What follows belongs to an exercise in optimizing a design on an open flow for small area; a production flow would make more cautious choices.
In this exercise RTL edits were held to simulation tests only and were not proved equivalent to the original.
Power is estimated from default activity; no workload was simulated.

// xbar_unmuxed
module xbar_unmuxed (
  input  logic          clk_i,
  input  logic          arst_n_i,
  input  logic [63:0]   s_aw_addr,
  input  logic [1:0]    s_aw_valid,
  output logic [1:0]    s_aw_ready,
  input  logic [63:0]   s_w_data,
  input  logic [7:0]    s_w_strb,
  input  logic [1:0]    s_w_valid,
  output logic [1:0]    s_w_ready,
  output logic [3:0]    s_b_resp,
  output logic [1:0]    s_b_valid,
  input  logic [1:0]    s_b_ready,
  input  logic [63:0]   s_ar_addr,
  input  logic [1:0]    s_ar_valid,
  output logic [1:0]    s_ar_ready,
  output logic [63:0]   s_r_data,
  output logic [3:0]    s_r_resp,
  output logic [1:0]    s_r_valid,
  input  logic [1:0]    s_r_ready,
  output logic [191:0]  m_aw_addr,
  output logic [5:0]    m_aw_valid,
  input  logic [5:0]    m_aw_ready,
  output logic [191:0]  m_w_data,
  output logic [23:0]   m_w_strb,
  output logic [5:0]    m_w_valid,
  input  logic [5:0]    m_w_ready,
  input  logic [11:0]   m_b_resp,
  input  logic [5:0]    m_b_valid,
  output logic [5:0]    m_b_ready,
  output logic [191:0]  m_ar_addr,
  output logic [5:0]    m_ar_valid,
  input  logic [5:0]    m_ar_ready,
  input  logic [191:0]  m_r_data,
  input  logic [11:0]   m_r_resp,
  input  logic [5:0]    m_r_valid,
  output logic [5:0]    m_r_ready,
  input  logic [7:0]    map_idx_i,
  input  logic [127:0]  map_start_i,
  input  logic [127:0]  map_end_i,
  input  logic [1:0]    en_default_mst_i,
  input  logic [3:0]    default_mst_i
);
Size: ~5100 cells after synthesis, roughly 1400 I/O pins.
Settings: LEC_CHECK=0, CAP_MARGIN=20, CORE_AREA=5 5 535 535, CTS_BUF_LIST=sky130_fd_sc_hd__clkbuf_8, CTS_CLUSTER_DIAMETER=90, CTS_CLUSTER_SIZE=14, DIE_AREA=0 0 540 540, SETUP_SLACK_MARGIN=0.1, SLEW_MARGIN=20, SYNTH_HIERARCHICAL=1, SYNTH_MINIMUM_KEEP_SIZE=0; clock period 12.0 ns.
standard.sh (not shown) runs the stock make flow with config.mk's settings and CLKGATE_MAP_FILE= SYNTH_SCRIPT=/design/flow/synth_recipe.tcl, a recipe that flattens the netlist after the stock synthesis.
==> flow/flow/run.sh <==
#!/bin/bash
# The standard layout, with the port buffers made of the smallest buffer
# cell instead of the one buffer_ports picks by default. Every input and
# output port still gets its own buffer.
set -euo pipefail
bash standard.sh "BUFFER_PORTS_ARGS=-buffer_cell sky130_fd_sc_hd__buf_1" finish > standard.log 2>&1
The starting point produced a clean layout.
Edit:
CTS_CLUSTER_DIAMETER = 80   (was 90)
CTS_CLUSTER_SIZE = 12   (was 14)
The new run passed the timing, design-rule and antenna checks.
Setup slack gets worse by 0.063 ns.
Hold slack is about the same.
Final cell count is about the same.
Total power climbs by 1.5%.
Sequential power hardly moves.

========
## garnet
Another version of the RTL of xbar_unmuxed (not shown whole).
Size: roughly 580 flip-flops, ~40,000 µm² of cells after synthesis.
==> flow/config.mk <==
export PLATFORM = sky130hd
export DESIGN_NAME = xbar_unmuxed
export DESIGN_NICKNAME = xbar_unmuxed
export VERILOG_FILES = /design/flow/design.v
export SDC_FILE = /design/flow/constraint.sdc
export NUM_CORES = 4
export LEC_CHECK = 0
export CAP_MARGIN = 20
export CORE_AREA = 5 5 535 535
export DIE_AREA = 0 0 540 540
export SLEW_MARGIN = 20
==> flow/constraint.sdc <==
create_clock -name core_clock -period 12.0 [get_ports {clk_i}]
set_input_delay 2.4000 -clock core_clock [delete_from_list [all_inputs] [get_ports {clk_i}]]
set_output_delay 2.4000 -clock core_clock [all_outputs]
set_load 0.01 [all_outputs]
Scripts as last shown in full above: flow/flow/run.sh
Relative to garnet, the following input files were edited for pepper:
- CTS_CLUSTER_SIZE now 12, previously not set
- CTS_CLUSTER_DIAMETER now 50, previously not set
- CTS_BUF_LIST now sky130_fd_sc_hd__clkbuf_8, previously not set
==> run summary <==
- Measured against pepper, the post-layout total power of garnet comes out at 1.08 times the reference value.
- The run showing the smaller minimum hold slack is garnet.
- Going from garnet to pepper, design area shrinks by about 1.8%.
- On sequential share of layout area: between pepper and garnet, it ends up higher for pepper.
- pepper and garnet ended up with roughly the same global-route usage.
- On pepper: maximum cell stage delay along the critical path is 0.28 ns lower than what garnet gave.
- ~same detailed-route via count in pepper and garnet
- [compare] base=garnet new=pepper: wire length of the first global-routing pass closely matched the old numbers, net load switching power went down.

[re-timing with driven ports]
In the flow no input, the clock included, has a driving cell. The finished layouts below were timed again as built, in two steps. Step 1 assumes that a clkbuf_16 drives the clock port and a buf_2 every other input. Step 2 moves the port delays by t, midway between the first and last clock arrival at a register: inputs arrive t later, outputs are due t later. That takes back most of the time a late clock gives input paths. Slacks: ideal ports / drivers / drivers and shift; pairs: ideal ports / drivers.
| run | shift t [ns] | setup slack, ns | worst setup path after step 2 |
|---|---|---|---|
| the first run of note 1 | 0.926 | 0.428 / 0.399 / 0.399 | input to output |
| the second run of note 1 | 0.948 | 0.364 / 0.335 / 0.335 | input to output |
| garnet | 0.751 | 1.252 / 1.064 / 1.064 | input to output |
| pepper | 0.840 | 1.330 / 1.204 / 1.204 | input to output |
After both steps setup and hold are still met in every run listed. For garnet, which loses most, drivers alone change the setup slack by -0.188 ns; drivers and shift together by -0.188 ns.
